This is an optimization exercise on Yosys and OpenROAD, whose aim is small area, a short achievable clock period and few clock cycles per item, not a production implementation. Only simulation tests tie the RTL to the original design; equivalence was not proved. Power and IR drop assume default switching activity.

## linked_piece_set_table
module linked_piece_set_table (
    input  logic        clk,
    input  logic        rst_n,
    input  logic        s_tvalid,
    output logic        s_tready,
    input  logic [15:0] s_tdata,
    output logic        m_tvalid,
    input  logic        m_tready,
    output logic [7:0]  m_tdata
);
==> module linked_piece_set_table, before the edit <==
module linked_piece_set_table (
    input  logic        clk,
    input  logic        rst_n,
    input  logic        s_tvalid,
    output logic        s_tready,
    input  logic [15:0] s_tdata,
    output logic        m_tvalid,
    input  logic        m_tready,
    output logic [7:0]  m_tdata
);
    localparam int N = 32;
    logic [13:0]  key_q [N];
    logic [N-1:0] valid_q;
    logic [N-1:0] valid_d;
    logic         i_valid;
    logic [1:0]   i_cmd;
    logic [N-1:0] i_match;
    logic [2:0]   qv;           
    logic [6:0]   qd [3];
    logic         rdy_q;
    logic         accept;
    logic         pop;
    assign accept   = s_tvalid && rdy_q;
    assign pop      = qv[0] && m_tready;
    assign s_tready = rdy_q;
    always_ff @(posedge clk or negedge rst_n)
    begin
        if (!rst_n)
            i_valid <= 1'b0;
        else
            i_valid <= accept;
    end
    always_ff @(posedge clk)
    begin
        i_cmd <= s_tdata[1:0];
        for (int i = 0; i < N; i++)
            i_match[i] <= (key_q[i] == s_tdata[15:2]);
    end
    logic [N-1:0] hit;
    logic [N-1:0] lowfree;
    logic         any_hit;
    logic         full;
    logic [4:0]   hit_idx;
    logic [4:0]   free_idx;
    assign hit     = valid_q & i_match;
    assign any_hit = |hit;
    assign full    = &valid_q;
    assign lowfree[0] = !valid_q[0];
    for (genvar g = 1; g < N; g++)
    begin : g_lowfree
        assign lowfree[g] = !valid_q[g] && (&valid_q[g-1:0]);
    end
    always_comb
    begin
        hit_idx  = '0;
        free_idx = '0;
        for (int i = 0; i < N; i++)
        begin
            hit_idx  = hit_idx  | ({5{hit[i]}} & 5'(i));
            free_idx = free_idx | ({5{lowfree[i]}} & 5'(i));
        end
    end
    logic is_find, is_add, is_rem, is_clr;
    assign is_find = (i_cmd == 2'd0);
    assign is_add  = (i_cmd == 2'd1);
    assign is_rem  = (i_cmd == 2'd2);
    assign is_clr  = (i_cmd == 2'd3);
    logic [1:0] r_status;
    logic [4:0] r_slot;
    logic [6:0] r_data;
    always_comb
    begin
        r_status[1] = is_add && (any_hit || full);
        r_status[0] = ((is_find || is_rem) && !any_hit) || (is_add && !any_hit && full);
        if (is_add)
            r_slot = (any_hit || full) ? 5'd0 : free_idx;
        else if (is_clr)
            r_slot = 5'd0;
        else
            r_slot = hit_idx;
        r_data = {r_slot, r_status};
    end
    always_comb
    begin
        valid_d = valid_q;
        if (i_valid)
        begin
            if (is_clr)
                valid_d = '0;
            else if (is_rem)
                valid_d = valid_q & ~hit;
            else if (is_add && !any_hit)
                valid_d = valid_q | lowfree;
        end
    end
    always_ff @(posedge clk or negedge rst_n)
    begin
        if (!rst_n)
            valid_q <= '0;
        else
            valid_q <= valid_d;
    end
    always_ff @(posedge clk)
    begin
        for (int i = 0; i < N; i++)
            if (!valid_d[i])
                key_q[i] <= s_tdata[15:2];
    end
    logic [2:0] qv_d;
    always_comb
    begin
        if (pop)
            qv_d = {1'b0, qv[2:1]};
        else
            qv_d = qv;
        if (i_valid)
            qv_d = {qv_d[1:0], 1'b1};
    end
    always_ff @(posedge clk or negedge rst_n)
    begin
        if (!rst_n)
        begin
            qv    <= '0;
            rdy_q <= 1'b0;
        end
        else
        begin
            qv    <= qv_d;
            rdy_q <= !(qv_d[2] || (qv_d[1] && accept));
        end
    end
    always_ff @(posedge clk)
    begin
        if (pop)
        begin
            qd[0] <= qv[1] ? qd[1] : r_data;
            qd[1] <= qv[2] ? qd[2] : r_data;
            qd[2] <= r_data;
        end
        else
        begin
            if (!qv[0]) qd[0] <= r_data;
            if (!qv[1]) qd[1] <= r_data;
            if (!qv[2]) qd[2] <= r_data;
        end
    end
    assign m_tvalid = qv[0];
    assign m_tdata  = {1'b0, qd[0]};
endmodule
Settings: LEC_CHECK=0, CAP_MARGIN=20, CORE_MARGIN=2, CORE_UTILIZATION=50, CTS_CLUSTER_DIAMETER=100, CTS_CLUSTER_SIZE=30, PLACE_DENSITY=0.75, SETUP_SLACK_MARGIN=4.1, SLEW_MARGIN=20, TNS_END_PERCENT=10; clock period 6.5 ns.
run.sh (not shown) runs the stock make flow with config.mk's settings and CLKGATE_MAP_FILE= SYNTH_SCRIPT=/design/flow/synth_recipe.tcl, a recipe that flattens the netlist after the stock synthesis.
Testbench counts at the start, summed over its fixed seeds: cycles 24,016, items 24,000.
Rerun with:
--- a/flow/design.v
+++ b/flow/design.v
@@ -26,11 +26,11 @@
     logic [13:0]  key_q [N];
     logic [N-1:0] valid_q;
     logic [N-1:0] valid_d;
     logic         i_valid;
     logic [1:0]   i_cmd;
-    logic [N-1:0] i_match;
+    logic [N-1:0] i_hit;
     logic [2:0]   qv;           
     logic [6:0]   qd [3];
     logic         rdy_q;
     logic         accept;
     logic         pop;
@@ -46,19 +46,19 @@
     end
     always_ff @(posedge clk)
     begin
         i_cmd <= s_tdata[1:0];
         for (int i = 0; i < N; i++)
-            i_match[i] <= (key_q[i] == s_tdata[15:2]);
+            i_hit[i] <= valid_d[i] && (key_q[i] == s_tdata[15:2]);
     end
     logic [N-1:0] hit;
     logic [N-1:0] lowfree;
     logic         any_hit;
     logic         full;
     logic [4:0]   hit_idx;
     logic [4:0]   free_idx;
-    assign hit     = valid_q & i_match;
+    assign hit     = i_hit;
     assign any_hit = |hit;
     assign full    = &valid_q;
     assign lowfree[0] = !valid_q[0];
     for (genvar g = 1; g < N; g++)
     begin : g_lowfree
- setup slack gains 48 ps
- total power came out lower slightly
- synthesized area came out lower slightly
- global-route usage came out higher by 0.18 points
- via count came out lower by a few percent
- non-clock buffer count came out lower by 14
- wire length came out lower slightly
- final cell count came out lower by a few percent
- utilization came out higher by 0.51 points
- design area came out lower slightly
- sequential share of layout area came out higher by 0.78 points
Testbench counts after the change, summed over its fixed seeds: cycles 24,016, items 24,000.

========
== the reference run ==
linked_piece_set_table again, from the RTL that the note above started with.
Settings: LEC_CHECK=0, CAP_MARGIN=20, CORE_MARGIN=2, CORE_UTILIZATION=40, CTS_CLUSTER_DIAMETER=100, CTS_CLUSTER_SIZE=30, SETUP_SLACK_MARGIN=4.1, SLEW_MARGIN=20, TNS_END_PERCENT=10; clock period 6.5 ns.
The reference run has completed all stages; timing, DRC and antenna checks passed.
Testbench counts of the reference run, summed over its fixed seeds: cycles 24,016, items 24,000.
Edits applied to the flow inputs when going from the reference run to the trial run:
diff --git a/flow/design.v b/flow/design.v
--- a/flow/design.v
+++ b/flow/design.v
@@ -29,5 +29,5 @@
     logic         i_valid;
     logic [1:0]   i_cmd;
-    logic [N-1:0] i_match;
+    logic [N-1:0] i_hit;
     logic [2:0]   qv;           
     logic [6:0]   qd [3];
@@ -49,5 +49,5 @@
         i_cmd <= s_tdata[1:0];
         for (int i = 0; i < N; i++)
-            i_match[i] <= (key_q[i] == s_tdata[15:2]);
+            i_hit[i] <= valid_d[i] && (key_q[i] == s_tdata[15:2]);
     end
     logic [N-1:0] hit;
@@ -57,5 +57,5 @@
     logic [4:0]   hit_idx;
     logic [4:0]   free_idx;
-    assign hit     = valid_q & i_match;
+    assign hit     = i_hit;
     assign any_hit = |hit;
     assign full    = &valid_q;
## What came out
- Re total inserted antenna cells: no difference whatsoever between the trial run and the reference run.
- The trial run ended up with fewer standard cells than the reference run.
- Status: register fraction of the total cell area parity (the trial run, the reference run)
- In the trial run relative to the reference run, maximum number of pins on one net before global-route repair had gone up by more than a quarter.
- Changes observed in the trial run relative to the reference run: total power consumption of the routed design shrank by 2.2%, number of buffers outside the clock class in the layout grew by 16%, combinational share of power shrank by 1.3 points.
- Diff the reference run -> the trial run: critical path depth went down by 8, synthesized instance count went down by 2.5%, fill cell total of the finished layout shows a reduction of 50, power per unit of standard cell area saw a decrease.
Testbench counts of the trial run, summed over its fixed seeds: cycles 24,016, items 24,000.

[re-timing with driven ports]
Ports are ideal in the flow. The routed layouts listed here were re-timed in OpenROAD. Step 1: set_driving_cell puts a clkbuf_16 on clk and a buf_2 on each other input, an assumption about the parent block. Step 2 adds t to the input delays and takes it off the output delays; t is the mean of the earliest and latest rising clock arrival at the registers after step 1. Input paths then give back, and output paths get back, about the clock's delay inside the block. a / b / c = no drivers / after step 1 / after step 2; a / b = the first two.
| run | t, ns | slack for setup (ns) | pins driven straight from the clock port |
|---|---|---|---|
| the first run of note 1 | 0.616 | 4.011 / 3.961 / 3.531 | 1 |
| the second run of note 1 | 0.623 | 4.058 / 4.002 / 3.521 | 1 |
| the reference run | 0.631 | 3.967 / 3.946 / 3.488 | 1 |
| the trial run | 0.651 | 3.949 / 3.889 / 3.394 | 1 |
After both steps every run listed still meets setup and hold. For the trial run, which loses most, drivers alone change the setup slack by -0.060 ns; drivers and shift together by -0.555 ns.
